What follows belongs to an exercise in optimizing a design on an open flow for small area, a short achievable clock period and few clock cycles per item; a production flow would make more cautious choices. Function was not checked in any run shown here: the RTL went through the layout flow alone. Power and IR drop assume default switching activity.

==> design/flow/design.v <==
package ex_pkg;
  localparam logic [3:0] OP_AND = 4'b0000;
  localparam logic [3:0] OP_OR  = 4'b0001;
  localparam logic [3:0] OP_ADD = 4'b0010;
  localparam logic [3:0] OP_XOR = 4'b0011;
  localparam logic [3:0] OP_SLL = 4'b0100;
  localparam logic [3:0] OP_SRL = 4'b0101;
  localparam logic [3:0] OP_SUB = 4'b0110;
  localparam logic [3:0] OP_SLT = 4'b0111;
  localparam logic [3:0] OP_MUL = 4'b1000;
  localparam logic [3:0] OP_NOR = 4'b1100;
  typedef enum logic {
    ST_IDLE = 1'b0,
    ST_MUL  = 1'b1
  } ex_state_e;
  localparam int unsigned DEFAULT_WIDTH = 32;
  localparam int unsigned MUL_SLICES    = DEFAULT_WIDTH / 8;
  function automatic integer mul_slices(input integer width);
    mul_slices = width / 8;
  endfunction
endpackage
import ex_pkg::*;
module ex_stage
#(
  parameter int unsigned WIDTH = 32
) (
  input  logic             clk,
  input  logic             rst,
  input  logic             in_valid,
  output logic             in_ready,
  input  logic [3:0]       operation,
  input  logic [WIDTH-1:0] op_a,
  input  logic [WIDTH-1:0] op_b,
  input  logic [4:0]       shamt,
  input  logic [4:0]       rd,
  input  logic             reg_write,
  input  logic             stall_in,
  input  logic             flush,
  output logic             out_valid,
  output logic [WIDTH-1:0] result,
  output logic             zero,
  output logic [4:0]       out_rd,
  output logic             out_reg_write,
  output logic             busy
);
  logic v0_q, v1_q;
  logic hold1_s, ld1_s, ld0_s;
  assign hold1_s  = v1_q & stall_in;
  assign ld1_s    = ~hold1_s;
  assign ld0_s    = ~(v0_q & hold1_s);
  assign in_ready = ld0_s;
  always_ff @(posedge clk) begin
    if (!rst || flush) begin
      v0_q <= 1'b0;
      v1_q <= 1'b0;
    end else begin
      if (ld0_s) v0_q <= in_valid;
      if (ld1_s) v1_q <= v0_q;
    end
  end
  logic op_mul, op_sll, op_srl, op_shift, op_sub, op_slt, op_useb;
  assign op_mul   = (operation == OP_MUL);
  assign op_sll   = (operation == OP_SLL);
  assign op_srl   = (operation == OP_SRL);
  assign op_shift = op_sll | op_srl;
  assign op_sub   = (operation == OP_SUB);
  assign op_slt   = (operation == OP_SLT);
  assign op_useb  = (operation == OP_ADD) | op_sub | op_slt | (operation == OP_AND) |
                    (operation == OP_OR) | (operation == OP_XOR) | (operation == OP_NOR);
  logic [31:0] b_rev, b_sh, a_in;
  always_comb begin
    for (int i = 0; i < 32; i++) b_rev[i] = op_b[31 - i];
    b_sh = op_sll ? op_b : b_rev;
    if (op_shift)
      a_in = shamt[4] ? {b_sh[15:0], 16'd0} : b_sh;
    else if (op_mul | op_useb)
      a_in = op_a;
    else
      a_in = 32'd0;
  end
  logic [11:0] one_in, two_in, neg_in;
  logic [31:0] braw;
  assign braw = (op_sub | op_slt) ? ~op_b : op_b;
  always_comb begin
    for (int i = 0; i < 12; i++) begin
      logic b2, b1, bm;
      b2 = op_b[2*i+1];
      b1 = op_b[2*i];
      bm = (i == 0) ? 1'b0 : op_b[2*i-1];
      if (op_mul) begin
        one_in[i] = b1 ^ bm;
        two_in[i] = (b2 & ~b1 & ~bm) | (~b2 & b1 & bm);
        neg_in[i] = b2;
      end else if (op_shift) begin
        one_in[i] = (i < 8) && (shamt[3:1] == 3'(i)) && !shamt[0];
        two_in[i] = (i < 8) && (shamt[3:1] == 3'(i)) && shamt[0];
        neg_in[i] = 1'b0;
      end else begin
        one_in[i] = braw[2*i];
        two_in[i] = 1'b0;
        neg_in[i] = braw[2*i+1];
      end
    end
  end
  logic [3:0] wone, wtwo, wneg;
  always_comb begin
    for (int k = 0; k < 4; k++) begin
      logic b2, b1, bm;
      b2 = op_b[2*(12+k)+1];
      b1 = op_b[2*(12+k)];
      bm = op_b[2*(12+k)-1];
      wone[k] = b1 ^ bm;
      wtwo[k] = (b2 & ~b1 & ~bm) | (~b2 & b1 & bm);
      wneg[k] = b2;
    end
  end
  logic [7:0] wpp12;
  logic [5:0] wpp13;
  logic [3:0] wpp14;
  logic       wpp15_0, wpp15_1;
  logic [7:0] a8_sh;
  assign a8_sh   = {op_a[6:0], 1'b0};
  assign wpp12   = ({8{wone[0]}} & op_a[7:0] | {8{wtwo[0]}} & a8_sh[7:0]) ^ {8{wneg[0]}};
  assign wpp13   = ({6{wone[1]}} & op_a[5:0] | {6{wtwo[1]}} & a8_sh[5:0]) ^ {6{wneg[1]}};
  assign wpp14   = ({4{wone[2]}} & op_a[3:0] | {4{wtwo[2]}} & a8_sh[3:0]) ^ {4{wneg[2]}};
  assign wpp15_0 = wone[3] & op_a[0];
  assign wpp15_1 = (wone[3] & (op_a[1] ^ (wneg[3] & op_a[0]))) | (wtwo[3] & op_a[0]);
  logic [7:0] wt_x, wt_y;
  wire whs22, whc22;
  ex_ha u_wha22 (.a(wpp12[4]), .b(wpp13[2]), .s(whs22), .co(whc22));
  wire whs23, whc23;
  ex_ha u_wha23 (.a(wpp12[5]), .b(wpp13[3]), .s(whs23), .co(whc23));
  wire wfs198, wfc198;
  ex_fa u_wfa198 (.a(wpp12[6]), .b(wpp13[4]), .c(wpp14[2]), .s(wfs198), .co(wfc198));
  wire wfs199, wfc199;
  ex_fa u_wfa199 (.a(wpp12[7]), .b(wpp13[5]), .c(wpp14[3]), .s(wfs199), .co(wfc199));
  wire whs24, whc24;
  ex_ha u_wha24 (.a(wpp12[2]), .b(wpp13[0]), .s(whs24), .co(whc24));
  wire whs25, whc25;
  ex_ha u_wha25 (.a(wpp12[3]), .b(wpp13[1]), .s(whs25), .co(whc25));
  wire wfs200, wfc200;
  ex_fa u_wfa200 (.a(whs22), .b(wpp14[0]), .c(wneg[2]), .s(wfs200), .co(wfc200));
  wire wfs201, wfc201;
  ex_fa u_wfa201 (.a(whc22), .b(whs23), .c(wpp14[1]), .s(wfs201), .co(wfc201));
  wire wfs202, wfc202;
  ex_fa u_wfa202 (.a(whc23), .b(wfs198), .c(wpp15_0), .s(wfs202), .co(wfc202));
  wire wfs203, wfc203;
  ex_fa u_wfa203 (.a(wfc198), .b(wfs199), .c(wpp15_1), .s(wfs203), .co(wfc203));
  assign wt_x = {wfc202, wfc201, wfc200, whc25, whc24, whs24, wpp12[1], wpp12[0]};
  assign wt_y = {wfs203, wfs202, wfs201, wfs200, whs25, wneg[1], 1'b0, wneg[0]};
  logic [7:0] w_in;
  assign w_in = op_mul ? (wt_x + wt_y) : (op_useb ? braw[31:24] : 8'd0);
  logic [31:0] a0_q;
  logic [11:0] one0_q, two0_q, neg0_q;
  logic [7:0]  w0_q;
  logic [3:0]  op0_q;
  logic [4:0]  rd0_q;
  logic        rw0_q;
  always_ff @(posedge clk) begin
    if (ld0_s) begin
      a0_q   <= a_in;
      one0_q <= one_in;
      two0_q <= two_in;
      neg0_q <= neg_in;
      w0_q   <= w_in;
      op0_q  <= operation;
      rd0_q  <= rd;
      rw0_q  <= reg_write;
    end
  end
  logic [31:0] b0_raw;
  always_comb begin
    for (int i = 0; i < 12; i++) begin
      b0_raw[2*i]   = one0_q[i];
      b0_raw[2*i+1] = neg0_q[i];
    end
    b0_raw[31:24] = w0_q;
  end
  logic [31:0] a_sh;
  assign a_sh = {a0_q[30:0], 1'b0};
  logic [31:0] pp0;
  logic [29:0] pp1;
  logic [27:0] pp2;
  logic [25:0] pp3;
  logic [23:0] pp4;
  logic [21:0] pp5;
  logic [19:0] pp6;
  logic [17:0] pp7;
  logic [15:0] pp8;
  logic [13:0] pp9;
  logic [11:0] pp10;
  logic [9:0]  pp11;
  logic [11:0] bone, btwo, bneg;
  assign bone = one0_q;
  assign btwo = two0_q;
  assign bneg = neg0_q;
  assign pp0  = ({32{bone[0]}}  & a0_q[31:0]  | {32{btwo[0]}}  & a_sh[31:0])  ^ {32{bneg[0]}};
  assign pp1  = ({30{bone[1]}}  & a0_q[29:0]  | {30{btwo[1]}}  & a_sh[29:0])  ^ {30{bneg[1]}};
  assign pp2  = ({28{bone[2]}}  & a0_q[27:0]  | {28{btwo[2]}}  & a_sh[27:0])  ^ {28{bneg[2]}};
  assign pp3  = ({26{bone[3]}}  & a0_q[25:0]  | {26{btwo[3]}}  & a_sh[25:0])  ^ {26{bneg[3]}};
  assign pp4  = ({24{bone[4]}}  & a0_q[23:0]  | {24{btwo[4]}}  & a_sh[23:0])  ^ {24{bneg[4]}};
  assign pp5  = ({22{bone[5]}}  & a0_q[21:0]  | {22{btwo[5]}}  & a_sh[21:0])  ^ {22{bneg[5]}};
  assign pp6  = ({20{bone[6]}}  & a0_q[19:0]  | {20{btwo[6]}}  & a_sh[19:0])  ^ {20{bneg[6]}};
  assign pp7  = ({18{bone[7]}}  & a0_q[17:0]  | {18{btwo[7]}}  & a_sh[17:0])  ^ {18{bneg[7]}};
  assign pp8  = ({16{bone[8]}}  & a0_q[15:0]  | {16{btwo[8]}}  & a_sh[15:0])  ^ {16{bneg[8]}};
  assign pp9  = ({14{bone[9]}}  & a0_q[13:0]  | {14{btwo[9]}}  & a_sh[13:0])  ^ {14{bneg[9]}};
  assign pp10 = ({12{bone[10]}} & a0_q[11:0]  | {12{btwo[10]}} & a_sh[11:0])  ^ {12{bneg[10]}};
  assign pp11 = ({10{bone[11]}} & a0_q[9:0]   | {10{btwo[11]}} & a_sh[9:0])   ^ {10{bneg[11]}};
  logic [31:0] tree_x, tree_y;
  wire hs0, hc0;
  ex_ha u_ha0 (.a(pp0[16]), .b(pp1[14]), .s(hs0), .co(hc0));
  wire hs1, hc1;
  ex_ha u_ha1 (.a(pp0[17]), .b(pp1[15]), .s(hs1), .co(hc1));
  wire fs0, fc0;
  ex_fa u_fa0 (.a(pp0[18]), .b(pp1[16]), .c(pp2[14]), .s(fs0), .co(fc0));
  wire hs2, hc2;
  ex_ha u_ha2 (.a(pp3[12]), .b(pp4[10]), .s(hs2), .co(hc2));
  wire fs1, fc1;
  ex_fa u_fa1 (.a(pp0[19]), .b(pp1[17]), .c(pp2[15]), .s(fs1), .co(fc1));
  wire hs3, hc3;
  ex_ha u_ha3 (.a(pp3[13]), .b(pp4[11]), .s(hs3), .co(hc3));
  wire fs2, fc2;
  ex_fa u_fa2 (.a(pp0[20]), .b(pp1[18]), .c(pp2[16]), .s(fs2), .co(fc2));
  wire fs3, fc3;
  ex_fa u_fa3 (.a(pp3[14]), .b(pp4[12]), .c(pp5[10]), .s(fs3), .co(fc3));
  wire hs4, hc4;
  ex_ha u_ha4 (.a(pp6[8]), .b(pp7[6]), .s(hs4), .co(hc4));
  wire fs4, fc4;
  ex_fa u_fa4 (.a(pp0[21]), .b(pp1[19]), .c(pp2[17]), .s(fs4), .co(fc4));
  wire fs5, fc5;
  ex_fa u_fa5 (.a(pp3[15]), .b(pp4[13]), .c(pp5[11]), .s(fs5), .co(fc5));
  wire hs5, hc5;
  ex_ha u_ha5 (.a(pp6[9]), .b(pp7[7]), .s(hs5), .co(hc5));
  wire fs6, fc6;
  ex_fa u_fa6 (.a(pp0[22]), .b(pp1[20]), .c(pp2[18]), .s(fs6), .co(fc6));
  wire fs7, fc7;
  ex_fa u_fa7 (.a(pp3[16]), .b(pp4[14]), .c(pp5[12]), .s(fs7), .co(fc7));
  wire fs8, fc8;
  ex_fa u_fa8 (.a(pp6[10]), .b(pp7[8]), .c(pp8[6]), .s(fs8), .co(fc8));
  wire hs6, hc6;
  ex_ha u_ha6 (.a(pp9[4]), .b(pp10[2]), .s(hs6), .co(hc6));
  wire fs9, fc9;
  ex_fa u_fa9 (.a(pp0[23]), .b(pp1[21]), .c(pp2[19]), .s(fs9), .co(fc9));
  wire fs10, fc10;
  ex_fa u_fa10 (.a(pp3[17]), .b(pp4[15]), .c(pp5[13]), .s(fs10), .co(fc10));
  wire fs11, fc11;
  ex_fa u_fa11 (.a(pp6[11]), .b(pp7[9]), .c(pp8[7]), .s(fs11), .co(fc11));
  wire hs7, hc7;
  ex_ha u_ha7 (.a(pp9[5]), .b(pp10[3]), .s(hs7), .co(hc7));
  wire fs12, fc12;
  ex_fa u_fa12 (.a(pp0[24]), .b(pp1[22]), .c(pp2[20]), .s(fs12), .co(fc12));
  wire fs13, fc13;
  ex_fa u_fa13 (.a(pp3[18]), .b(pp4[16]), .c(pp5[14]), .s(fs13), .co(fc13));
  wire fs14, fc14;
  ex_fa u_fa14 (.a(pp6[12]), .b(pp7[10]), .c(pp8[8]), .s(fs14), .co(fc14));
  wire fs15, fc15;
  ex_fa u_fa15 (.a(pp9[6]), .b(pp10[4]), .c(pp11[2]), .s(fs15), .co(fc15));
  wire fs16, fc16;
  ex_fa u_fa16 (.a(pp0[25]), .b(pp1[23]), .c(pp2[21]), .s(fs16), .co(fc16));
  wire fs17, fc17;
  ex_fa u_fa17 (.a(pp3[19]), .b(pp4[17]), .c(pp5[15]), .s(fs17), .co(fc17));
  wire fs18, fc18;
  ex_fa u_fa18 (.a(pp6[13]), .b(pp7[11]), .c(pp8[9]), .s(fs18), .co(fc18));
  wire fs19, fc19;
  ex_fa u_fa19 (.a(pp9[7]), .b(pp10[5]), .c(pp11[3]), .s(fs19), .co(fc19));
  wire fs20, fc20;
  ex_fa u_fa20 (.a(pp0[26]), .b(pp1[24]), .c(pp2[22]), .s(fs20), .co(fc20));
  wire fs21, fc21;
  ex_fa u_fa21 (.a(pp3[20]), .b(pp4[18]), .c(pp5[16]), .s(fs21), .co(fc21));
  wire fs22, fc22;
  ex_fa u_fa22 (.a(pp6[14]), .b(pp7[12]), .c(pp8[10]), .s(fs22), .co(fc22));
  wire fs23, fc23;
  ex_fa u_fa23 (.a(pp9[8]), .b(pp10[6]), .c(pp11[4]), .s(fs23), .co(fc23));
  wire fs24, fc24;
  ex_fa u_fa24 (.a(pp0[27]), .b(pp1[25]), .c(pp2[23]), .s(fs24), .co(fc24));
  wire fs25, fc25;
  ex_fa u_fa25 (.a(pp3[21]), .b(pp4[19]), .c(pp5[17]), .s(fs25), .co(fc25));
  wire fs26, fc26;
  ex_fa u_fa26 (.a(pp6[15]), .b(pp7[13]), .c(pp8[11]), .s(fs26), .co(fc26));
  wire fs27, fc27;
  ex_fa u_fa27 (.a(pp9[9]), .b(pp10[7]), .c(pp11[5]), .s(fs27), .co(fc27));
  wire fs28, fc28;
  ex_fa u_fa28 (.a(pp0[28]), .b(pp1[26]), .c(pp2[24]), .s(fs28), .co(fc28));
  wire fs29, fc29;
  ex_fa u_fa29 (.a(pp3[22]), .b(pp4[20]), .c(pp5[18]), .s(fs29), .co(fc29));
  wire fs30, fc30;
  ex_fa u_fa30 (.a(pp6[16]), .b(pp7[14]), .c(pp8[12]), .s(fs30), .co(fc30));
  wire fs31, fc31;
  ex_fa u_fa31 (.a(pp9[10]), .b(pp10[8]), .c(pp11[6]), .s(fs31), .co(fc31));
  wire fs32, fc32;
  ex_fa u_fa32 (.a(pp0[29]), .b(pp1[27]), .c(pp2[25]), .s(fs32), .co(fc32));
  wire fs33, fc33;
  ex_fa u_fa33 (.a(pp3[23]), .b(pp4[21]), .c(pp5[19]), .s(fs33), .co(fc33));
  wire fs34, fc34;
  ex_fa u_fa34 (.a(pp6[17]), .b(pp7[15]), .c(pp8[13]), .s(fs34), .co(fc34));
  wire fs35, fc35;
  ex_fa u_fa35 (.a(pp9[11]), .b(pp10[9]), .c(pp11[7]), .s(fs35), .co(fc35));
  wire fs36, fc36;
  ex_fa u_fa36 (.a(pp0[30]), .b(pp1[28]), .c(pp2[26]), .s(fs36), .co(fc36));
  wire fs37, fc37;
  ex_fa u_fa37 (.a(pp3[24]), .b(pp4[22]), .c(pp5[20]), .s(fs37), .co(fc37));
  wire fs38, fc38;
  ex_fa u_fa38 (.a(pp6[18]), .b(pp7[16]), .c(pp8[14]), .s(fs38), .co(fc38));
  wire fs39, fc39;
  ex_fa u_fa39 (.a(pp9[12]), .b(pp10[10]), .c(pp11[8]), .s(fs39), .co(fc39));
  wire fs40, fc40;
  ex_fa u_fa40 (.a(pp0[31]), .b(pp1[29]), .c(pp2[27]), .s(fs40), .co(fc40));
  wire fs41, fc41;
  ex_fa u_fa41 (.a(pp3[25]), .b(pp4[23]), .c(pp5[21]), .s(fs41), .co(fc41));
  wire fs42, fc42;
  ex_fa u_fa42 (.a(pp6[19]), .b(pp7[17]), .c(pp8[15]), .s(fs42), .co(fc42));
  wire fs43, fc43;
  ex_fa u_fa43 (.a(pp9[13]), .b(pp10[11]), .c(pp11[9]), .s(fs43), .co(fc43));
  wire hs8, hc8;
  ex_ha u_ha8 (.a(pp0[10]), .b(pp1[8]), .s(hs8), .co(hc8));
  wire hs9, hc9;
  ex_ha u_ha9 (.a(pp0[11]), .b(pp1[9]), .s(hs9), .co(hc9));
  wire fs44, fc44;
  ex_fa u_fa44 (.a(pp0[12]), .b(pp1[10]), .c(pp2[8]), .s(fs44), .co(fc44));
  wire hs10, hc10;
  ex_ha u_ha10 (.a(pp3[6]), .b(pp4[4]), .s(hs10), .co(hc10));
  wire fs45, fc45;
  ex_fa u_fa45 (.a(pp0[13]), .b(pp1[11]), .c(pp2[9]), .s(fs45), .co(fc45));
  wire hs11, hc11;
  ex_ha u_ha11 (.a(pp3[7]), .b(pp4[5]), .s(hs11), .co(hc11));
  wire fs46, fc46;
  ex_fa u_fa46 (.a(pp0[14]), .b(pp1[12]), .c(pp2[10]), .s(fs46), .co(fc46));
  wire fs47, fc47;
  ex_fa u_fa47 (.a(pp3[8]), .b(pp4[6]), .c(pp5[4]), .s(fs47), .co(fc47));
  wire hs12, hc12;
  ex_ha u_ha12 (.a(pp6[2]), .b(pp7[0]), .s(hs12), .co(hc12));
  wire fs48, fc48;
  ex_fa u_fa48 (.a(pp0[15]), .b(pp1[13]), .c(pp2[11]), .s(fs48), .co(fc48));
  wire fs49, fc49;
  ex_fa u_fa49 (.a(pp3[9]), .b(pp4[7]), .c(pp5[5]), .s(fs49), .co(fc49));
  wire hs13, hc13;
  ex_ha u_ha13 (.a(pp6[3]), .b(pp7[1]), .s(hs13), .co(hc13));
  wire fs50, fc50;
  ex_fa u_fa50 (.a(hs0), .b(pp2[12]), .c(pp3[10]), .s(fs50), .co(fc50));
  wire fs51, fc51;
  ex_fa u_fa51 (.a(pp4[8]), .b(pp5[6]), .c(pp6[4]), .s(fs51), .co(fc51));
  wire fs52, fc52;
  ex_fa u_fa52 (.a(pp7[2]), .b(pp8[0]), .c(bneg[8]), .s(fs52), .co(fc52));
  wire fs53, fc53;
  ex_fa u_fa53 (.a(hc0), .b(hs1), .c(pp2[13]), .s(fs53), .co(fc53));
  wire fs54, fc54;
  ex_fa u_fa54 (.a(pp3[11]), .b(pp4[9]), .c(pp5[7]), .s(fs54), .co(fc54));
  wire fs55, fc55;
  ex_fa u_fa55 (.a(pp6[5]), .b(pp7[3]), .c(pp8[1]), .s(fs55), .co(fc55));
  wire fs56, fc56;
  ex_fa u_fa56 (.a(hc1), .b(fs0), .c(hs2), .s(fs56), .co(fc56));
  wire fs57, fc57;
  ex_fa u_fa57 (.a(pp5[8]), .b(pp6[6]), .c(pp7[4]), .s(fs57), .co(fc57));
  wire fs58, fc58;
  ex_fa u_fa58 (.a(pp8[2]), .b(pp9[0]), .c(bneg[9]), .s(fs58), .co(fc58));
  wire fs59, fc59;
  ex_fa u_fa59 (.a(fc0), .b(hc2), .c(fs1), .s(fs59), .co(fc59));
  wire fs60, fc60;
  ex_fa u_fa60 (.a(hs3), .b(pp5[9]), .c(pp6[7]), .s(fs60), .co(fc60));
  wire fs61, fc61;
  ex_fa u_fa61 (.a(pp7[5]), .b(pp8[3]), .c(pp9[1]), .s(fs61), .co(fc61));
  wire fs62, fc62;
  ex_fa u_fa62 (.a(fc1), .b(hc3), .c(fs2), .s(fs62), .co(fc62));
  wire fs63, fc63;
  ex_fa u_fa63 (.a(fs3), .b(hs4), .c(pp8[4]), .s(fs63), .co(fc63));
  wire fs64, fc64;
  ex_fa u_fa64 (.a(pp9[2]), .b(pp10[0]), .c(bneg[10]), .s(fs64), .co(fc64));
  wire fs65, fc65;
  ex_fa u_fa65 (.a(fc2), .b(fc3), .c(hc4), .s(fs65), .co(fc65));
  wire fs66, fc66;
  ex_fa u_fa66 (.a(fs4), .b(fs5), .c(hs5), .s(fs66), .co(fc66));
  wire fs67, fc67;
  ex_fa u_fa67 (.a(pp8[5]), .b(pp9[3]), .c(pp10[1]), .s(fs67), .co(fc67));
  wire fs68, fc68;
  ex_fa u_fa68 (.a(fc4), .b(fc5), .c(hc5), .s(fs68), .co(fc68));
  wire fs69, fc69;
  ex_fa u_fa69 (.a(fs6), .b(fs7), .c(fs8), .s(fs69), .co(fc69));
  wire fs70, fc70;
  ex_fa u_fa70 (.a(hs6), .b(pp11[0]), .c(bneg[11]), .s(fs70), .co(fc70));
  wire fs71, fc71;
  ex_fa u_fa71 (.a(fc6), .b(fc7), .c(fc8), .s(fs71), .co(fc71));
  wire fs72, fc72;
  ex_fa u_fa72 (.a(hc6), .b(fs9), .c(fs10), .s(fs72), .co(fc72));
  wire fs73, fc73;
  ex_fa u_fa73 (.a(fs11), .b(hs7), .c(pp11[1]), .s(fs73), .co(fc73));
  wire fs74, fc74;
  ex_fa u_fa74 (.a(fc9), .b(fc10), .c(fc11), .s(fs74), .co(fc74));
  wire fs75, fc75;
  ex_fa u_fa75 (.a(hc7), .b(fs12), .c(fs13), .s(fs75), .co(fc75));
  wire fs76, fc76;
  ex_fa u_fa76 (.a(fs14), .b(fs15), .c(w0_q[0]), .s(fs76), .co(fc76));
  wire fs77, fc77;
  ex_fa u_fa77 (.a(fc12), .b(fc13), .c(fc14), .s(fs77), .co(fc77));
  wire fs78, fc78;
  ex_fa u_fa78 (.a(fc15), .b(fs16), .c(fs17), .s(fs78), .co(fc78));
  wire fs79, fc79;
  ex_fa u_fa79 (.a(fs18), .b(fs19), .c(w0_q[1]), .s(fs79), .co(fc79));
  wire fs80, fc80;
  ex_fa u_fa80 (.a(fc16), .b(fc17), .c(fc18), .s(fs80), .co(fc80));
  wire fs81, fc81;
  ex_fa u_fa81 (.a(fc19), .b(fs20), .c(fs21), .s(fs81), .co(fc81));
  wire fs82, fc82;
  ex_fa u_fa82 (.a(fs22), .b(fs23), .c(w0_q[2]), .s(fs82), .co(fc82));
  wire fs83, fc83;
  ex_fa u_fa83 (.a(fc20), .b(fc21), .c(fc22), .s(fs83), .co(fc83));
  wire fs84, fc84;
  ex_fa u_fa84 (.a(fc23), .b(fs24), .c(fs25), .s(fs84), .co(fc84));
  wire fs85, fc85;
  ex_fa u_fa85 (.a(fs26), .b(fs27), .c(w0_q[3]), .s(fs85), .co(fc85));
  wire fs86, fc86;
  ex_fa u_fa86 (.a(fc24), .b(fc25), .c(fc26), .s(fs86), .co(fc86));
  wire fs87, fc87;
  ex_fa u_fa87 (.a(fc27), .b(fs28), .c(fs29), .s(fs87), .co(fc87));
  wire fs88, fc88;
  ex_fa u_fa88 (.a(fs30), .b(fs31), .c(w0_q[4]), .s(fs88), .co(fc88));
  wire fs89, fc89;
  ex_fa u_fa89 (.a(fc28), .b(fc29), .c(fc30), .s(fs89), .co(fc89));
  wire fs90, fc90;
  ex_fa u_fa90 (.a(fc31), .b(fs32), .c(fs33), .s(fs90), .co(fc90));
  wire fs91, fc91;
  ex_fa u_fa91 (.a(fs34), .b(fs35), .c(w0_q[5]), .s(fs91), .co(fc91));
  wire fs92, fc92;
  ex_fa u_fa92 (.a(fc32), .b(fc33), .c(fc34), .s(fs92), .co(fc92));
  wire fs93, fc93;
  ex_fa u_fa93 (.a(fc35), .b(fs36), .c(fs37), .s(fs93), .co(fc93));
  wire fs94, fc94;
  ex_fa u_fa94 (.a(fs38), .b(fs39), .c(w0_q[6]), .s(fs94), .co(fc94));
  wire fs95, fc95;
  ex_fa u_fa95 (.a(fc36), .b(fc37), .c(fc38), .s(fs95), .co(fc95));
  wire fs96, fc96;
  ex_fa u_fa96 (.a(fc39), .b(fs40), .c(fs41), .s(fs96), .co(fc96));
  wire fs97, fc97;
  ex_fa u_fa97 (.a(fs42), .b(fs43), .c(w0_q[7]), .s(fs97), .co(fc97));
  wire hs14, hc14;
  ex_ha u_ha14 (.a(pp0[6]), .b(pp1[4]), .s(hs14), .co(hc14));
  wire hs15, hc15;
  ex_ha u_ha15 (.a(pp0[7]), .b(pp1[5]), .s(hs15), .co(hc15));
  wire fs98, fc98;
  ex_fa u_fa98 (.a(pp0[8]), .b(pp1[6]), .c(pp2[4]), .s(fs98), .co(fc98));
  wire hs16, hc16;
  ex_ha u_ha16 (.a(pp3[2]), .b(pp4[0]), .s(hs16), .co(hc16));
  wire fs99, fc99;
  ex_fa u_fa99 (.a(pp0[9]), .b(pp1[7]), .c(pp2[5]), .s(fs99), .co(fc99));
  wire hs17, hc17;
  ex_ha u_ha17 (.a(pp3[3]), .b(pp4[1]), .s(hs17), .co(hc17));
  wire fs100, fc100;
  ex_fa u_fa100 (.a(hs8), .b(pp2[6]), .c(pp3[4]), .s(fs100), .co(fc100));
  wire fs101, fc101;
  ex_fa u_fa101 (.a(pp4[2]), .b(pp5[0]), .c(bneg[5]), .s(fs101), .co(fc101));
  wire fs102, fc102;
  ex_fa u_fa102 (.a(hc8), .b(hs9), .c(pp2[7]), .s(fs102), .co(fc102));
  wire fs103, fc103;
  ex_fa u_fa103 (.a(pp3[5]), .b(pp4[3]), .c(pp5[1]), .s(fs103), .co(fc103));
  wire fs104, fc104;
  ex_fa u_fa104 (.a(hc9), .b(fs44), .c(hs10), .s(fs104), .co(fc104));
  wire fs105, fc105;
  ex_fa u_fa105 (.a(pp5[2]), .b(pp6[0]), .c(bneg[6]), .s(fs105), .co(fc105));
  wire fs106, fc106;
  ex_fa u_fa106 (.a(fc44), .b(hc10), .c(fs45), .s(fs106), .co(fc106));
  wire fs107, fc107;
  ex_fa u_fa107 (.a(hs11), .b(pp5[3]), .c(pp6[1]), .s(fs107), .co(fc107));
  wire fs108, fc108;
  ex_fa u_fa108 (.a(fc45), .b(hc11), .c(fs46), .s(fs108), .co(fc108));
  wire fs109, fc109;
  ex_fa u_fa109 (.a(fs47), .b(hs12), .c(bneg[7]), .s(fs109), .co(fc109));
  wire fs110, fc110;
  ex_fa u_fa110 (.a(fc46), .b(fc47), .c(hc12), .s(fs110), .co(fc110));
  wire fs111, fc111;
  ex_fa u_fa111 (.a(fs48), .b(fs49), .c(hs13), .s(fs111), .co(fc111));
  wire fs112, fc112;
  ex_fa u_fa112 (.a(fc48), .b(fc49), .c(hc13), .s(fs112), .co(fc112));
  wire fs113, fc113;
  ex_fa u_fa113 (.a(fs50), .b(fs51), .c(fs52), .s(fs113), .co(fc113));
  wire fs114, fc114;
  ex_fa u_fa114 (.a(fc50), .b(fc51), .c(fc52), .s(fs114), .co(fc114));
  wire fs115, fc115;
  ex_fa u_fa115 (.a(fs53), .b(fs54), .c(fs55), .s(fs115), .co(fc115));
  wire fs116, fc116;
  ex_fa u_fa116 (.a(fc53), .b(fc54), .c(fc55), .s(fs116), .co(fc116));
  wire fs117, fc117;
  ex_fa u_fa117 (.a(fs56), .b(fs57), .c(fs58), .s(fs117), .co(fc117));
  wire fs118, fc118;
  ex_fa u_fa118 (.a(fc56), .b(fc57), .c(fc58), .s(fs118), .co(fc118));
  wire fs119, fc119;
  ex_fa u_fa119 (.a(fs59), .b(fs60), .c(fs61), .s(fs119), .co(fc119));
  wire fs120, fc120;
  ex_fa u_fa120 (.a(fc59), .b(fc60), .c(fc61), .s(fs120), .co(fc120));
  wire fs121, fc121;
  ex_fa u_fa121 (.a(fs62), .b(fs63), .c(fs64), .s(fs121), .co(fc121));
  wire fs122, fc122;
  ex_fa u_fa122 (.a(fc62), .b(fc63), .c(fc64), .s(fs122), .co(fc122));
  wire fs123, fc123;
  ex_fa u_fa123 (.a(fs65), .b(fs66), .c(fs67), .s(fs123), .co(fc123));
  wire fs124, fc124;
  ex_fa u_fa124 (.a(fc65), .b(fc66), .c(fc67), .s(fs124), .co(fc124));
  wire fs125, fc125;
  ex_fa u_fa125 (.a(fs68), .b(fs69), .c(fs70), .s(fs125), .co(fc125));
  wire fs126, fc126;
  ex_fa u_fa126 (.a(fc68), .b(fc69), .c(fc70), .s(fs126), .co(fc126));
  wire fs127, fc127;
  ex_fa u_fa127 (.a(fs71), .b(fs72), .c(fs73), .s(fs127), .co(fc127));
  wire fs128, fc128;
  ex_fa u_fa128 (.a(fc71), .b(fc72), .c(fc73), .s(fs128), .co(fc128));
  wire fs129, fc129;
  ex_fa u_fa129 (.a(fs74), .b(fs75), .c(fs76), .s(fs129), .co(fc129));
  wire fs130, fc130;
  ex_fa u_fa130 (.a(fc74), .b(fc75), .c(fc76), .s(fs130), .co(fc130));
  wire fs131, fc131;
  ex_fa u_fa131 (.a(fs77), .b(fs78), .c(fs79), .s(fs131), .co(fc131));
  wire fs132, fc132;
  ex_fa u_fa132 (.a(fc77), .b(fc78), .c(fc79), .s(fs132), .co(fc132));
  wire fs133, fc133;
  ex_fa u_fa133 (.a(fs80), .b(fs81), .c(fs82), .s(fs133), .co(fc133));
  wire fs134, fc134;
  ex_fa u_fa134 (.a(fc80), .b(fc81), .c(fc82), .s(fs134), .co(fc134));
  wire fs135, fc135;
  ex_fa u_fa135 (.a(fs83), .b(fs84), .c(fs85), .s(fs135), .co(fc135));
  wire fs136, fc136;
  ex_fa u_fa136 (.a(fc83), .b(fc84), .c(fc85), .s(fs136), .co(fc136));
  wire fs137, fc137;
  ex_fa u_fa137 (.a(fs86), .b(fs87), .c(fs88), .s(fs137), .co(fc137));
  wire fs138, fc138;
  ex_fa u_fa138 (.a(fc86), .b(fc87), .c(fc88), .s(fs138), .co(fc138));
  wire fs139, fc139;
  ex_fa u_fa139 (.a(fs89), .b(fs90), .c(fs91), .s(fs139), .co(fc139));
  wire fs140, fc140;
  ex_fa u_fa140 (.a(fc89), .b(fc90), .c(fc91), .s(fs140), .co(fc140));
  wire fs141, fc141;
  ex_fa u_fa141 (.a(fs92), .b(fs93), .c(fs94), .s(fs141), .co(fc141));
  wire fs142, fc142;
  ex_fa u_fa142 (.a(fc92), .b(fc93), .c(fc94), .s(fs142), .co(fc142));
  wire fs143, fc143;
  ex_fa u_fa143 (.a(fs95), .b(fs96), .c(fs97), .s(fs143), .co(fc143));
  wire hs18, hc18;
  ex_ha u_ha18 (.a(pp0[4]), .b(pp1[2]), .s(hs18), .co(hc18));
  wire hs19, hc19;
  ex_ha u_ha19 (.a(pp0[5]), .b(pp1[3]), .s(hs19), .co(hc19));
  wire fs144, fc144;
  ex_fa u_fa144 (.a(hs14), .b(pp2[2]), .c(pp3[0]), .s(fs144), .co(fc144));
  wire fs145, fc145;
  ex_fa u_fa145 (.a(hc14), .b(hs15), .c(pp2[3]), .s(fs145), .co(fc145));
  wire fs146, fc146;
  ex_fa u_fa146 (.a(hc15), .b(fs98), .c(hs16), .s(fs146), .co(fc146));
  wire fs147, fc147;
  ex_fa u_fa147 (.a(fc98), .b(hc16), .c(fs99), .s(fs147), .co(fc147));
  wire fs148, fc148;
  ex_fa u_fa148 (.a(fc99), .b(hc17), .c(fs100), .s(fs148), .co(fc148));
  wire fs149, fc149;
  ex_fa u_fa149 (.a(fc100), .b(fc101), .c(fs102), .s(fs149), .co(fc149));
  wire fs150, fc150;
  ex_fa u_fa150 (.a(fc102), .b(fc103), .c(fs104), .s(fs150), .co(fc150));
  wire fs151, fc151;
  ex_fa u_fa151 (.a(fc104), .b(fc105), .c(fs106), .s(fs151), .co(fc151));
  wire fs152, fc152;
  ex_fa u_fa152 (.a(fc106), .b(fc107), .c(fs108), .s(fs152), .co(fc152));
  wire fs153, fc153;
  ex_fa u_fa153 (.a(fc108), .b(fc109), .c(fs110), .s(fs153), .co(fc153));
  wire fs154, fc154;
  ex_fa u_fa154 (.a(fc110), .b(fc111), .c(fs112), .s(fs154), .co(fc154));
  wire fs155, fc155;
  ex_fa u_fa155 (.a(fc112), .b(fc113), .c(fs114), .s(fs155), .co(fc155));
  wire fs156, fc156;
  ex_fa u_fa156 (.a(fc114), .b(fc115), .c(fs116), .s(fs156), .co(fc156));
  wire fs157, fc157;
  ex_fa u_fa157 (.a(fc116), .b(fc117), .c(fs118), .s(fs157), .co(fc157));
  wire fs158, fc158;
  ex_fa u_fa158 (.a(fc118), .b(fc119), .c(fs120), .s(fs158), .co(fc158));
  wire fs159, fc159;
  ex_fa u_fa159 (.a(fc120), .b(fc121), .c(fs122), .s(fs159), .co(fc159));
  wire fs160, fc160;
  ex_fa u_fa160 (.a(fc122), .b(fc123), .c(fs124), .s(fs160), .co(fc160));
  wire fs161, fc161;
  ex_fa u_fa161 (.a(fc124), .b(fc125), .c(fs126), .s(fs161), .co(fc161));
  wire fs162, fc162;
  ex_fa u_fa162 (.a(fc126), .b(fc127), .c(fs128), .s(fs162), .co(fc162));
  wire fs163, fc163;
  ex_fa u_fa163 (.a(fc128), .b(fc129), .c(fs130), .s(fs163), .co(fc163));
  wire fs164, fc164;
  ex_fa u_fa164 (.a(fc130), .b(fc131), .c(fs132), .s(fs164), .co(fc164));
  wire fs165, fc165;
  ex_fa u_fa165 (.a(fc132), .b(fc133), .c(fs134), .s(fs165), .co(fc165));
  wire fs166, fc166;
  ex_fa u_fa166 (.a(fc134), .b(fc135), .c(fs136), .s(fs166), .co(fc166));
  wire fs167, fc167;
  ex_fa u_fa167 (.a(fc136), .b(fc137), .c(fs138), .s(fs167), .co(fc167));
  wire fs168, fc168;
  ex_fa u_fa168 (.a(fc138), .b(fc139), .c(fs140), .s(fs168), .co(fc168));
  wire fs169, fc169;
  ex_fa u_fa169 (.a(fc140), .b(fc141), .c(fs142), .s(fs169), .co(fc169));
  wire hs20, hc20;
  ex_ha u_ha20 (.a(pp0[2]), .b(pp1[0]), .s(hs20), .co(hc20));
  wire hs21, hc21;
  ex_ha u_ha21 (.a(pp0[3]), .b(pp1[1]), .s(hs21), .co(hc21));
  wire fs170, fc170;
  ex_fa u_fa170 (.a(hs18), .b(pp2[0]), .c(bneg[2]), .s(fs170), .co(fc170));
  wire fs171, fc171;
  ex_fa u_fa171 (.a(hc18), .b(hs19), .c(pp2[1]), .s(fs171), .co(fc171));
  wire fs172, fc172;
  ex_fa u_fa172 (.a(hc19), .b(fs144), .c(bneg[3]), .s(fs172), .co(fc172));
  wire fs173, fc173;
  ex_fa u_fa173 (.a(fc144), .b(fs145), .c(pp3[1]), .s(fs173), .co(fc173));
  wire fs174, fc174;
  ex_fa u_fa174 (.a(fc145), .b(fs146), .c(bneg[4]), .s(fs174), .co(fc174));
  wire fs175, fc175;
  ex_fa u_fa175 (.a(fc146), .b(fs147), .c(hs17), .s(fs175), .co(fc175));
  wire fs176, fc176;
  ex_fa u_fa176 (.a(fc147), .b(fs148), .c(fs101), .s(fs176), .co(fc176));
  wire fs177, fc177;
  ex_fa u_fa177 (.a(fc148), .b(fs149), .c(fs103), .s(fs177), .co(fc177));
  wire fs178, fc178;
  ex_fa u_fa178 (.a(fc149), .b(fs150), .c(fs105), .s(fs178), .co(fc178));
  wire fs179, fc179;
  ex_fa u_fa179 (.a(fc150), .b(fs151), .c(fs107), .s(fs179), .co(fc179));
  wire fs180, fc180;
  ex_fa u_fa180 (.a(fc151), .b(fs152), .c(fs109), .s(fs180), .co(fc180));
  wire fs181, fc181;
  ex_fa u_fa181 (.a(fc152), .b(fs153), .c(fs111), .s(fs181), .co(fc181));
  wire fs182, fc182;
  ex_fa u_fa182 (.a(fc153), .b(fs154), .c(fs113), .s(fs182), .co(fc182));
  wire fs183, fc183;
  ex_fa u_fa183 (.a(fc154), .b(fs155), .c(fs115), .s(fs183), .co(fc183));
  wire fs184, fc184;
  ex_fa u_fa184 (.a(fc155), .b(fs156), .c(fs117), .s(fs184), .co(fc184));
  wire fs185, fc185;
  ex_fa u_fa185 (.a(fc156), .b(fs157), .c(fs119), .s(fs185), .co(fc185));
  wire fs186, fc186;
  ex_fa u_fa186 (.a(fc157), .b(fs158), .c(fs121), .s(fs186), .co(fc186));
  wire fs187, fc187;
  ex_fa u_fa187 (.a(fc158), .b(fs159), .c(fs123), .s(fs187), .co(fc187));
  wire fs188, fc188;
  ex_fa u_fa188 (.a(fc159), .b(fs160), .c(fs125), .s(fs188), .co(fc188));
  wire fs189, fc189;
  ex_fa u_fa189 (.a(fc160), .b(fs161), .c(fs127), .s(fs189), .co(fc189));
  wire fs190, fc190;
  ex_fa u_fa190 (.a(fc161), .b(fs162), .c(fs129), .s(fs190), .co(fc190));
  wire fs191, fc191;
  ex_fa u_fa191 (.a(fc162), .b(fs163), .c(fs131), .s(fs191), .co(fc191));
  wire fs192, fc192;
  ex_fa u_fa192 (.a(fc163), .b(fs164), .c(fs133), .s(fs192), .co(fc192));
  wire fs193, fc193;
  ex_fa u_fa193 (.a(fc164), .b(fs165), .c(fs135), .s(fs193), .co(fc193));
  wire fs194, fc194;
  ex_fa u_fa194 (.a(fc165), .b(fs166), .c(fs137), .s(fs194), .co(fc194));
  wire fs195, fc195;
  ex_fa u_fa195 (.a(fc166), .b(fs167), .c(fs139), .s(fs195), .co(fc195));
  wire fs196, fc196;
  ex_fa u_fa196 (.a(fc167), .b(fs168), .c(fs141), .s(fs196), .co(fc196));
  wire fs197, fc197;
  ex_fa u_fa197 (.a(fc168), .b(fs169), .c(fs143), .s(fs197), .co(fc197));
  assign tree_x = {fc196, fc195, fc194, fc193, fc192, fc191, fc190, fc189, fc188, fc187, fc186, fc185, fc184, fc183, fc182, fc181, fc180, fc179, fc178, fc177, fc176, fc175, fc174, fc173, fc172, fc171, fc170, hc21, hc20, hs20, pp0[1], pp0[0]};
  assign tree_y = {fs197, fs196, fs195, fs194, fs193, fs192, fs191, fs190, fs189, fs188, fs187, fs186, fs185, fs184, fs183, fs182, fs181, fs180, fs179, fs178, fs177, fs176, fs175, fs174, fs173, fs172, fs171, fs170, hs21, bneg[1], 1'b0, 1'b0};
  logic [31:0] tx_rev, ty_rev;
  always_comb begin
    for (int i = 0; i < 32; i++) begin
      tx_rev[i] = tree_x[31 - i];
      ty_rev[i] = tree_y[31 - i];
    end
  end
  logic [31:0] ap, ag;
  assign ap = a0_q ^ b0_raw;
  assign ag = a0_q & b0_raw;
  logic [31:0] sg [0:5];
  logic [31:0] sp [0:5];
  logic        lt;
  always_comb begin
    sg[0] = {1'b0, ag[30:1], ag[0] | ap[0]};
    sp[0] = {1'b1, ap[30:1], 1'b0};
    for (int l = 0; l < 5; l++) begin
      sg[l+1] = 32'd0;
      sp[l+1] = 32'd0;
      for (int j = 0; j < (16 >> l); j++) begin
        sg[l+1][j] = sg[l][2*j+1] | (sp[l][2*j+1] & sg[l][2*j]);
        sp[l+1][j] = sp[l][2*j+1] & sp[l][2*j];
      end
    end
    lt = ap[31] ? ~sg[5][0] : a0_q[31];
  end
  logic [31:0] x_d, y_d;
  logic        c_d;
  always_comb begin
    x_d = 32'd0;
    y_d = 32'd0;
    c_d = 1'b0;
    case (op0_q)
      OP_MUL, OP_SLL: begin
        x_d = tree_x;
        y_d = tree_y;
        c_d = (op0_q == OP_MUL) & bneg[0];
      end
      OP_SRL: begin
        x_d = tx_rev;
        y_d = ty_rev;
      end
      OP_ADD: begin
        x_d = a0_q;
        y_d = b0_raw;
      end
      OP_SUB: begin
        x_d = a0_q;
        y_d = b0_raw;
        c_d = 1'b1;
      end
      OP_SLT:  x_d = {31'd0, lt};
      OP_AND:  x_d = ag;
      OP_OR:   x_d = ap | ag;
      OP_XOR:  x_d = ap;
      OP_NOR:  x_d = ~(ap | ag);
      default: ;
    endcase
  end
  logic [31:0] x1_q, y1_q;
  logic        c1_q;
  logic [4:0]  rd1_q;
  logic        rw1_q;
  always_ff @(posedge clk) begin
    if (ld1_s) begin
      x1_q  <= x_d;
      y1_q  <= y_d;
      c1_q  <= c_d;
      rd1_q <= rd0_q;
      rw1_q <= rw0_q;
    end
  end
  logic [31:0] p1_q, g1_q;
  assign p1_q = x1_q ^ y1_q;
  assign g1_q = x1_q & y1_q;
  logic [31:0] hg0, hpp0, hgk [0:4], hpk [0:4];
  logic [31:0] gall, cy;
  always_comb begin
    hg0  = g1_q;
    hpp0 = p1_q;
    hg0[0] = g1_q[0] | (p1_q[0] & c1_q);
    hgk[0] = hg0;
    hpk[0] = hpp0;
    for (int i = 1; i < 32; i += 2) begin
      hgk[0][i] = hg0[i] | (hpp0[i] & hg0[i-1]);
      hpk[0][i] = hpp0[i] & hpp0[i-1];
    end
    for (int l = 1; l < 5; l++) begin
      hgk[l] = hgk[l-1];
      hpk[l] = hpk[l-1];
      for (int i = 1; i < 32; i += 2) begin
        if (i - (1 << l) >= 0) begin
          hgk[l][i] = hgk[l-1][i] | (hpk[l-1][i] & hgk[l-1][i - (1 << l)]);
          hpk[l][i] = hpk[l-1][i] & hpk[l-1][i - (1 << l)];
        end
      end
    end
    gall = hgk[4];
    for (int i = 2; i < 32; i += 2)
      gall[i] = hg0[i] | (hpp0[i] & hgk[4][i-1]);
    cy = {gall[30:0], c1_q};
  end
  logic [31:0] zterm;
  assign zterm = p1_q ^ {p1_q[30:0] | g1_q[30:0], c1_q};
  assign result        = p1_q ^ cy;
  assign zero          = ~|zterm;
  assign out_valid     = v1_q;
  assign out_rd        = rd1_q;
  assign out_reg_write = rw1_q;
  assign busy          = v0_q;
endmodule
module ex_fa (
  input  logic a,
  input  logic b,
  input  logic c,
  output logic s,
  output logic co
);
  assign s  = a ^ b ^ c;
  assign co = (a & b) | (a & c) | (b & c);
endmodule
module ex_ha (
  input  logic a,
  input  logic b,
  output logic s,
  output logic co
);
  assign s  = a ^ b;
  assign co = a & b;
endmodule
==> design/flow/flow/run.sh <==
#!/bin/bash
# The standard layout; the port buffers use the smallest buffer cell
# (every input and output port still gets its own buffer).
set -euo pipefail
bash standard.sh "BUFFER_PORTS_ARGS=-buffer_cell sky130_fd_sc_hd__buf_1" finish > flow_make.log 2>&1
==> design/flow/standard.sh <==
#!/bin/bash
# synth_recipe.tcl (not shown) runs the flow's synth.tcl, then flattens the netlist and writes it again
# the make line also repeats each setting of config.mk as NAME=value (left out here)
make -C /OpenROAD-flow-scripts/flow DESIGN_CONFIG=/design/flow/config.mk WORK_HOME=/design/flow/orfs CLKGATE_MAP_FILE= SYNTH_SCRIPT=/design/flow/synth_recipe.tcl "${@:-finish}"
==> design/flow/config.mk <==
export PLATFORM = sky130hd
export DESIGN_NAME = ex_stage
export DESIGN_NICKNAME = ex_stage
export VERILOG_FILES = /design/flow/design.v
export SDC_FILE = /design/flow/constraint.sdc
export NUM_CORES = 4
export LEC_CHECK = 0
export ABC_AREA = 1
export CAP_MARGIN = 20
export CORE_MARGIN = 2
export CORE_UTILIZATION = 40
export CTS_BUF_LIST = sky130_fd_sc_hd__clkbuf_8
export SETUP_SLACK_MARGIN = 5
export SLEW_MARGIN = 20
export SYNTH_HIERARCHICAL = 1
==> design/flow/constraint.sdc <==
create_clock -name core_clock -period 10.0 [get_ports {clk}]
set_input_delay 2.0000 -clock core_clock [delete_from_list [all_inputs] [get_ports {clk}]]
set_output_delay 2.0000 -clock core_clock [all_outputs]
set_load 0.01 [all_outputs]
==> run notes, run 1 <==
Worst-Margin Slew=0.921 ns; core area=0.0528 mm2; Max Fclk=188 MHz; global route overflow=0; Seq pwr share=0.160; fin util=0.444; CTS H-tree lvls=4; status=complete, no violations; critical path startpoint category=flip-flop; largest net degree at the start of global routing=78; met3 GRT Util=0.0729; CTS tree=built; Critical Path Fanout Max=3; delay-heaviest family, CP=adder cells; Post-synth EDFFs=157; total track usage=0.300; CP cell instances=fa_2 -> fa_2 -> nand2_1 -> nand2_1 -> o21ai_2 -> buf_4 -> o21ai_4 -> inv_2 -> o21ai_4 -> a21oi_2 -> buf_4 -> inv_2 -> fa_2 -> xor2_2 -> buf_2; TritonRoute pass-1 iters=8; total stage count of the critical path=15; hpwl dp=62200 um; VDD IR max=0.000331 V; first-pass GRT wire length=126000 um; Crit path top cell by count=fa_2; hold depth=0; vias in the first global route=19700; Mapped Cells=2366; Worst-path clk slew=0.10 ns; # hold bufs at CTS=0; Switch Pwr=3.42 mW; slowest CP cell=edfxtp_1; Min Hold Slack=0.428 ns; Post-synth top flop=edfxtp_1; post-route cell area=0.0234 mm2; placer congestion estimate=0.997; max incr delay on CP=0.45 ns; Routed Antenna Nets=0; clk sinks=159; sequential share of the synthesized area=0.221; minimum clock period=5.31 ns; required time of the critical path=8.00 ns; relative slew slack=0.386; final setup vio count=0; Critical Path Sink Type=output port; GR Layer Usage met2=0.466; First DRT Iteration DRCs=2630; DR vias/cell=6.31; busiest grt layer=met2; Mapped Area=0.0215 mm2; clock latency at the later pin of the worst-skew pair=0.48 ns; setup_tns=0 ns; RSZ-0062 raised after global routing=yes; initial antenna violation count=0; num rows=84; via count=19700; post-synthesis area per instance=9.07 um2; Clk pwr share=0.069; layout cells sized above 1=0.0922; synthesized flop and latch total=159; Root Buffer=clkbuf_8; Die H=236 um; worst path arrival time=3.31 ns; Max-Cap Viols=0; IO buf count=125; R2R cell count=11; Post-DP Area=0.0225 mm2; Worst Path Buf+Inv=5; switching share of power=0.531; Final Hold Fails=0; P&R area growth vs syn=9.05%; P_int=3.02 mW; post-synthesis async set-or-reset flop share=0; drt drc=0; Yosys cell types=51; leak pwr=9.96 nW; PD cells=275 mW/mm2; Final period util=0.531; hold crit path type=reg2reg; syn_nets=2827; Clock Skews=0.0184 ns; CTS buffer count=17; Max clock buf depth=2; drt total wl=84800 um; Crit Path Class=reg2out; Ant. Diodes=0; chip width=236 um; power share of the combinational group=0.771; YS warnings=11; Ports=126; Slew Viols, Final=0; die area=0.0555 mm2; met1 Use GR=0.388; post-DR wirelength/cell=27.1 um; Nets=2888; starting density of the core=0.407
## routing by layer
| layer | share of wire | vias to the layer above | wire length, um |
|---|---|---|---|
| met5 | 0.00090 | - | 76 |
| met4 | 0.064 | 2 | 5410 |
| met3 | 0.11 | 333 | 9540 |
| met2 | 0.44 | 1423 | 37300 |
| met1 | 0.38 | 9628 | 32600 |
| li1 | - | 8341 | - |
## timing repair
item                       4_1_cts  5_1_grt
setup endpoints to repair       37       44
setup buffers                    9       18
gates resized for setup         77       39
pin swaps                       13       13
cloned                           2        4
## cell families (layout without fill, tap and decap cells)
kind of cell,count (synthesis),in the layout,share of synthesized area
AOI/OAI and AO/OA,633,633,0.190
adders and majority gates,377,377,0.297
and+or+nand+nor,451,451,0.0877
DFF,159,159,0.221
xor gates and xnor gates,298,298,0.122
buffers and inverters,448,522,0.0824
## cell usage in the layout, fill, tap and decap left out, types with 22 or more instances in the layout
| cell type | n |
|---|---|
| o22ai_1 | 279 |
| nand3_1 | 35 |
| buf_1 | 97 |
| inv_1 | 247 |
| o21ai_0 | 104 |
| fa_1 | 210 |
| nand2_1 | 294 |
| a221oi_1 | 27 |
| o221ai_1 | 37 |
| o2111ai_1 | 22 |
| edfxtp_1 | 157 |
| xor2_1 | 281 |
| ha_1 | 156 |
| nor2_1 | 80 |
| clkinvlp_4 | 22 |
| buf_4 | 60 |
| a21oi_1 | 62 |
## per-module statistics from Yosys (local to each module, per instance)
module    times used  cell area, um2  flops+latches
ex_ha             26            12.5              0
ex_stage           1           17100            159
ex_fa            204            20.0              0
## per-stage QoR
stage / total power [mW] / instances / setup WS [ns]
floorplan: 3.84 / 2366 / 5.06
CTS: 6.28 / 3106 / 4.60
global route: 6.78 / 3128 / 4.49
finish: 6.44 / 3128 / 4.69
global placement: 5.65 / 3063 / 4.38
detailed placement: 5.71 / 3063 / 4.34
## power by group through the flow
stage	Combinational, mW	Sequential, mW	Clock [mW]
global route	5.25	1.04	0.485
global placement	4.63	1.03	0
detailed placement	4.68	1.04	0
CTS	4.79	1.02	0.459
floorplan	2.86	0.978	0
finish	4.97	1.03	0.446
## synthesized netlist by cell type, types with 4 or more instances
| library cell | instances | area share |
|---|---|---|
| nor2_8 | 4 | 0.0037 |
| xor2_1 | 285 | 0.12 |
| nor3_1 | 11 | 0.0026 |
| a22oi_1 | 17 | 0.0059 |
| or2_2 | 8 | 0.0023 |
| o211ai_1 | 11 | 0.0038 |
| buf_1 | 35 | 0.0061 |
| o21ai_1 | 10 | 0.0023 |
| buf_2 | 39 | 0.0091 |
| o2111ai_1 | 22 | 0.0090 |
| fa_1 | 221 | 0.21 |
| o221ai_1 | 39 | 0.016 |
| inv_2 | 14 | 0.0024 |
| a32oi_1 | 5 | 0.0020 |
| edfxtp_1 | 157 | 0.22 |
| nand3_1 | 37 | 0.0086 |
| nor2_1 | 80 | 0.014 |
| a221oi_1 | 27 | 0.011 |
| o311ai_1 | 16 | 0.0065 |
| a211oi_1 | 9 | 0.0031 |
| o21ai_0 | 110 | 0.026 |
| o22ai_1 | 279 | 0.081 |
| a21oi_1 | 66 | 0.015 |
| o31ai_1 | 5 | 0.0017 |
| clkinv_1 | 14 | 0.0024 |
| nand4_1 | 5 | 0.0015 |
| inv_1 | 264 | 0.046 |
| clkbuf_1 | 75 | 0.013 |
| ha_1 | 156 | 0.091 |
| a31oi_1 | 5 | 0.0015 |
| nand2_1 | 298 | 0.052 |
| xnor2_1 | 13 | 0.0053 |
## state kept, by name (all words and copies together) (netlist names)
register	cells
rw0_q	1
rd0_q	5
a0_q	32
c1_q	1
y1_q	32
rw1_q	1
rd1_q	5
neg0_q	12
w0_q	8
v1_q	1
one0_q	12
two0_q	12
v0_q	1
op0_q	4
x1_q	32
## path summary, 6_finish.rpt
kind,end,startpoint,slack [ns]
max reg2reg,x1_q[21]$_DFFE_PN_,one0_q[5]$_DFFE_PN_,5.04
max,result[19],x1_q[0]$_DFFE_PN_,4.69
min,rd1_q[0]$_DFFE_PN_,rd0_q[0]$_DFFE_PN_,0.43
min reg2reg,rd1_q[0]$_DFFE_PN_,rd0_q[0]$_DFFE_PN_,0.43
## final cells by class
class                      instances  area, um2
sequential                       159       4750
timing repair inverter             6       40.0
timing repair buffer             190       1070
inverter                         294       1180
tap                              688        861
clock buffer                      18        248
multi-input combinational       1759      15100
fill                            5208      29400
clock inverter                    14        129
==> run 2: changes to the inputs <==
--- a/design/flow/design.v
+++ b/design/flow/design.v
@@ -648,13 +648,12 @@
   wire fs197, fc197;
   ex_fa u_fa197 (.a(fc168), .b(fs169), .c(fs143), .s(fs197), .co(fc197));
   assign tree_x = {fc196, fc195, fc194, fc193, fc192, fc191, fc190, fc189, fc188, fc187, fc186, fc185, fc184, fc183, fc182, fc181, fc180, fc179, fc178, fc177, fc176, fc175, fc174, fc173, fc172, fc171, fc170, hc21, hc20, hs20, pp0[1], pp0[0]};
-  assign tree_y = {fs197, fs196, fs195, fs194, fs193, fs192, fs191, fs190, fs189, fs188, fs187, fs186, fs185, fs184, fs183, fs182, fs181, fs180, fs179, fs178, fs177, fs176, fs175, fs174, fs173, fs172, fs171, fs170, hs21, bneg[1], 1'b0, 1'b0};
-  logic [31:0] tx_rev, ty_rev;
+  assign tree_y = {fs197, fs196, fs195, fs194, fs193, fs192, fs191, fs190, fs189, fs188, fs187, fs186, fs185, fs184, fs183, fs182, fs181, fs180, fs179, fs178, fs177, fs176, fs175, fs174, fs173, fs172, fs171, fs170, hs21, bneg[1], 1'b0, bneg[0]};
+  logic [31:0] hp, hg, hp_rev;
+  assign hp = tree_x ^ tree_y;
+  assign hg = tree_x & tree_y;
   always_comb begin
-    for (int i = 0; i < 32; i++) begin
-      tx_rev[i] = tree_x[31 - i];
-      ty_rev[i] = tree_y[31 - i];
-    end
+    for (int i = 0; i < 32; i++) hp_rev[i] = hp[31 - i];
   end
   logic [31:0] ap, ag;
   assign ap = a0_q ^ b0_raw;
@@ -675,61 +674,51 @@
     end
     lt = ap[31] ? ~sg[5][0] : a0_q[31];
   end
-  logic [31:0] x_d, y_d;
-  logic        c_d;
+  logic [31:0] sp_d, sg_d;
+  assign sp_d = {ap[31:1], ~ap[0]};
+  assign sg_d = {ag[31:1], ap[0] | ag[0]};
+  logic [31:0] p_d, g_d;
   always_comb begin
-    x_d = 32'd0;
-    y_d = 32'd0;
-    c_d = 1'b0;
+    p_d = 32'd0;
+    g_d = 32'd0;
     case (op0_q)
       OP_MUL, OP_SLL: begin
-        x_d = tree_x;
-        y_d = tree_y;
-        c_d = (op0_q == OP_MUL) & bneg[0];
-      end
-      OP_SRL: begin
-        x_d = tx_rev;
-        y_d = ty_rev;
+        p_d = hp;
+        g_d = hg;
       end
+      OP_SRL:  p_d = hp_rev;
       OP_ADD: begin
-        x_d = a0_q;
-        y_d = b0_raw;
+        p_d = ap;
+        g_d = ag;
       end
       OP_SUB: begin
-        x_d = a0_q;
-        y_d = b0_raw;
-        c_d = 1'b1;
+        p_d = sp_d;
+        g_d = sg_d;
       end
-      OP_SLT:  x_d = {31'd0, lt};
-      OP_AND:  x_d = ag;
-      OP_OR:   x_d = ap | ag;
-      OP_XOR:  x_d = ap;
-      OP_NOR:  x_d = ~(ap | ag);
+      OP_SLT:  p_d = {31'd0, lt};
+      OP_AND:  p_d = ag;
+      OP_OR:   p_d = ap | ag;
+      OP_XOR:  p_d = ap;
+      OP_NOR:  p_d = ~(ap | ag);
       default: ;
     endcase
   end
-  logic [31:0] x1_q, y1_q;
-  logic        c1_q;
+  logic [31:0] p1_q, g1_q;
   logic [4:0]  rd1_q;
   logic        rw1_q;
   always_ff @(posedge clk) begin
     if (ld1_s) begin
-      x1_q  <= x_d;
-      y1_q  <= y_d;
-      c1_q  <= c_d;
+      p1_q  <= p_d;
+      g1_q  <= g_d;
       rd1_q <= rd0_q;
       rw1_q <= rw0_q;
     end
   end
-  logic [31:0] p1_q, g1_q;
-  assign p1_q = x1_q ^ y1_q;
-  assign g1_q = x1_q & y1_q;
   logic [31:0] hg0, hpp0, hgk [0:4], hpk [0:4];
   logic [31:0] gall, cy;
   always_comb begin
     hg0  = g1_q;
     hpp0 = p1_q;
-    hg0[0] = g1_q[0] | (p1_q[0] & c1_q);
     hgk[0] = hg0;
     hpk[0] = hpp0;
     for (int i = 1; i < 32; i += 2) begin
@@ -749,10 +738,10 @@
     gall = hgk[4];
     for (int i = 2; i < 32; i += 2)
       gall[i] = hg0[i] | (hpp0[i] & hgk[4][i-1]);
-    cy = {gall[30:0], c1_q};
+    cy = {gall[30:0], 1'b0};
   end
   logic [31:0] zterm;
-  assign zterm = p1_q ^ {p1_q[30:0] | g1_q[30:0], c1_q};
+  assign zterm = p1_q ^ {p1_q[30:0] | g1_q[30:0], 1'b0};
   assign result        = p1_q ^ cy;
   assign zero          = ~|zterm;
   assign out_valid     = v1_q;
==> run 2 against run 1 <==
Net effect:
- still clean
- area after synthesis fell by 4.3%
- final cell count fell by 2.9%
- first-iteration DRC count fell by 9.2%
- maximum frequency rose by 5.8%
- design area fell by 2.8%
- utilization rose by 0.16 points
- highest routed layer is now met4
==> run notes, run 2 <==
main combinational cell family by area after synthesis=adder cells; Largest regs=a0_q x32, p1_q x32, g1_q x31; CTS buffer count=17 (unchanged); starting density of the core=0.402 (-0.00473); minimum clock period=5.02 ns (-0.292 ns); most frequent cells in the layout=xor2_1 (306), nand2_1 (286), o22ai_1 (273); slowest CP cell=edfxtp_1; synthesized flop and latch total=157 (-1.3%); Nets=2772 (-4.0%); RSZ-0062 raised after global routing=yes; Post-synth top cells=xor2_1 (307), nand2_1 (289), o22ai_1 (274), fa_1 (204), inv_1 (185); Critical Path Fanout Max=17 (+14); max incr delay on CP=0.56 ns (+0.11 ns); Crit Path Class=reg2reg; clk sinks=157 (-1.3%); CTS H-tree lvls=4 (unchanged); R2R cell count=14 (+3); RR Endpoint=p1_q[6]$_DFFE_PN_; Max Fclk=199 MHz (+5.8%); Slew Viols, Final=0 (unchanged); FF-to-FF Start=a0_q[3]$_DFFE_PN_; critical path startpoint category=flip-flop; Critical Path Sink Type=flip-flop; Worst-Margin Slew=1.05 ns (+0.127 ns); chip width=231 um (-2.1%); CTS tree=built; post-synthesis area per instance=9.18 um2 (+1.2%); drt drc=0 (unchanged); YS warnings=11 (unchanged); post-DR wirelength/cell=26.2 um (-3.6%); worst path arrival time=5.23 ns (+1.92 ns); Worst-path clk slew=0.10 ns (about the same); num rows=83 (-1.2%); Mapped Area=0.0205 mm2 (-4.3%); Yosys cell types=53 (+3.9%); relative slew slack=0.301 (-0.0857); Max-Cap Viols=0 (unchanged); post-synthesis async set-or-reset flop share=0 (unchanged); global route overflow=0 (unchanged); PD cells=335 mW/mm2 (+22%); commonest non-fill, non-tap cell in the layout=xor2_1; Max clock buf depth=2 (unchanged); clock latency at the later pin of the worst-skew pair=0.48 ns (about the same); first-pass GRT wire length=117000 um (-7.0%); placer congestion estimate=0.973 (-2.4%); required time of the critical path=10.21 ns (+2.21 ns); Reg2Reg Setup Slack=4.98 ns (-0.06 ns); Clock Skews=0.0216 ns (+0.00324 ns); top-count cell post-synth=xor2_1; TritonRoute pass-1 iters=7 (-1); hold depth=0 (unchanged); P&R area growth vs syn=10.7%; hpwl dp=55600 um (-11%); Adder-Cell Fraction of Synth Area=0.286 (-0.0112); final setup vio count=0 (unchanged); DR vias/cell=6.14 (-2.6%); hold crit path type=reg2reg; leak pwr=9.48 nW (-4.8%); Yosys top cell by area=edfxtp_1; Synth Area in Simple Gates=0.0971 (+0.00935); min-delay src=rd0_q[0]$_DFFE_PN_; setup_tns=0 ns (unchanged); drt total wl=79400 um (-6.4%); status=complete, no violations; total track usage=0.294 (-0.00584); vias in the first global route=18100 (-8.3%); syn_nets=2669 (-5.6%); sequential share of the synthesized area=0.228 (+0.00699); VDD IR max=0.000357 V (+8.0%); layout cells sized above 1=0.103 (+0.0106); initial antenna violation count=3 (+3); post-synthesis mux area share=0 (unchanged); Synth Area in XOR/XNOR=0.137 (+0.0157); crit path launch=a0_q[3]$_DFFE_PN_; Root Buffer=clkbuf_8; via count=18600 (-5.5%); Post-synth EDFFs=155 (-1.3%); Hold Path Sink=rd1_q[0]$_DFFE_PN_; Synth area leaders=edfxtp_1 (23%), fa_1 (20%), xor2_1 (13%); Mapped Cells=2238 (-5.4%); Post-synth top flop=edfxtp_1; Crit path top cell by count=fa_1; Final period util=0.502 (-0.0292); IO buf count=125 (unchanged); First DRT Iteration DRCs=2387 (-9.2%); Ports=126 (unchanged); Die H=231 um (-2.1%); core area=0.0511 mm2 (-3.2%); total power=7.62 mW (+18%); compound-gate portion of the synthesized area=0.180 (-0.00983); # hold bufs at CTS=0 (unchanged); largest net degree at the start of global routing=71 (-9.0%); Routed Antenna Nets=0 (unchanged); CP cell instances=clkinvlp_4 -> buf_6 -> o22ai_1 -> xor2_1 -> fa_1 -> fa_1 -> fa_1 -> fa_1 -> fa_1 -> ha_1 -> inv_1 -> o22ai_1 -> a221oi_1 -> o211ai_1; Synth top area share=0.227 (+0.00691); Final Hold Fails=0 (unchanged); die area=0.0532 mm2 (-4.2%)
-- run 2: cell count changes after synthesis, moves of 17 or more --
cell,previous run,this run
a22oi_1,17,0
fa_1,221,204
inv_1,264,185
nor2_1,80,100
o221ai_1,39,9
xor2_1,285,307
-- run 2: worst max-delay path: cells and delay by family (launching register included) --
kind,cells,cell delay [ns]
adders and majority gates,6,2.71
AOI/OAI and AO/OA,4,0.65
buffers and inverters,3,0.61
DFF,1,0.56
xor gates and xnor gates,1,0.20
-- run 2: area by class of cell --
type / instances / area, um2
tap: 680 / 851
fill: 5004 / 28300
timing repair inverter: 9 / 65.1
sequential: 157 / 4690
inverter: 214 / 916
clock inverter: 15 / 151
multi-input combinational: 1720 / 14500
antenna: 2 / 5.00
timing repair buffer: 222 / 1290
clock buffer: 17 / 234
-- run 2: Yosys stat by module, one instance, submodules excluded --
module / times used / area, um2
ex_fa: 204 / 20.0
ex_ha: 26 / 12.5
ex_stage: 1 / 16100
-- run 2: how the worst max path moves through the flow --
| stage | slack (ns) | depth (start not counted) | end |
|---|---|---|---|
| 6_report | 4.98 | 14 | p1_q[6]$_DFFE_PN_ |
| 5_1_grt | 4.87 | 14 | p1_q[6]$_DFFE_PN_ |
| 4_1_cts | 4.97 | 13 | p1_q[11]$_DFFE_PN_ |
| 3_5_place_dp | 4.31 | 15 | w0_q[7]$_DFFE_PN_ |
| 3_3_place_gp | 4.43 | 15 | w0_q[7]$_DFFE_PN_ |
| 2_1_floorplan | 5.09 | 14 | w0_q[7]$_DFFE_PN_ |
-- run 2: cells by family after synthesis --
logic type | Yosys count
AO/OA/AOI/OAI | 581
XOR/XNOR | 322
adder cells (fa/ha/maj) | 347
buffers and inverters | 361
flip-flops | 157
AND/OR/NAND/NOR | 470
-- run 2: power breakdown --
group	leakage (nW)	switching, mW	internal [mW]
combinational	7.49	3.54	2.58
clock	0.199	0.272	0.206
sequential	1.79	0.134	0.893
total	9.48	3.94	3.68
-- run 2: timing repair --
item                       4_1_cts  5_1_grt
gates cloned                     8        1
resized for setup               32       62
pin swaps                        0       13
setup buffers                   29       42
setup endpoints to repair       41       32
-- run 2: metal layers --
layer | track usage | wire (um) | up-vias
li1 | - | - | 8016
met1 | 0.396 | 31500 | 9029
met2 | 0.450 | 34800 | 1354
met3 | 0.0734 | 9320 | 247
met4 | 0.126 | 3780 | 0
met5 | 0 | 0 | -
-- run 2: per-stage QoR --
step	setup slack, ns	hold WS [ns]	area [um2]	util	std cells
finish	4.98	0.426	22700	0.445	3036
global route	4.87	0.433	22700	0.445	3034
CTS	4.97	0.421	22200	0.434	2991
detailed placement	4.31	0.408	21400	0.419	2922
global placement	4.43	0.401	21400	0.419	2922
floorplan	5.09	0.400	20600	-	2238

static timing again, ports no longer ideal:
The flow's constraints put no driver on any port. The routed layouts listed below were extracted and timed again, unchanged, in two steps.
Step 1 sets driving cells, clkbuf_16 on the clock port and buf_2 on the other inputs (assumed; they add their load-dependent delay and slew).
Step 2 times the ports against the registers' clock, not the clock port: input delays grow and output delays shrink by t, the midpoint of the rising clock arrivals with the driver on.
Slacks: ideal / step 1 / step 2; pairs: ideal / step 1.
run | shift t [ns] | setup WS [ns] | clock arrival spread, ns | worst slew at a driven data input, ns
run 1 | 0.530 | 4.691 / 4.637 / 4.737 | 0.018 / 0.019 | 0.05
run 2 | 0.526 | 4.983 / 4.983 / 4.736 | 0.022 / 0.022 | 0.04
After both steps every run listed still meets setup and hold. For run 2, which loses most, drivers alone change the setup slack by 0.000 ns; drivers and shift together by -0.247 ns.
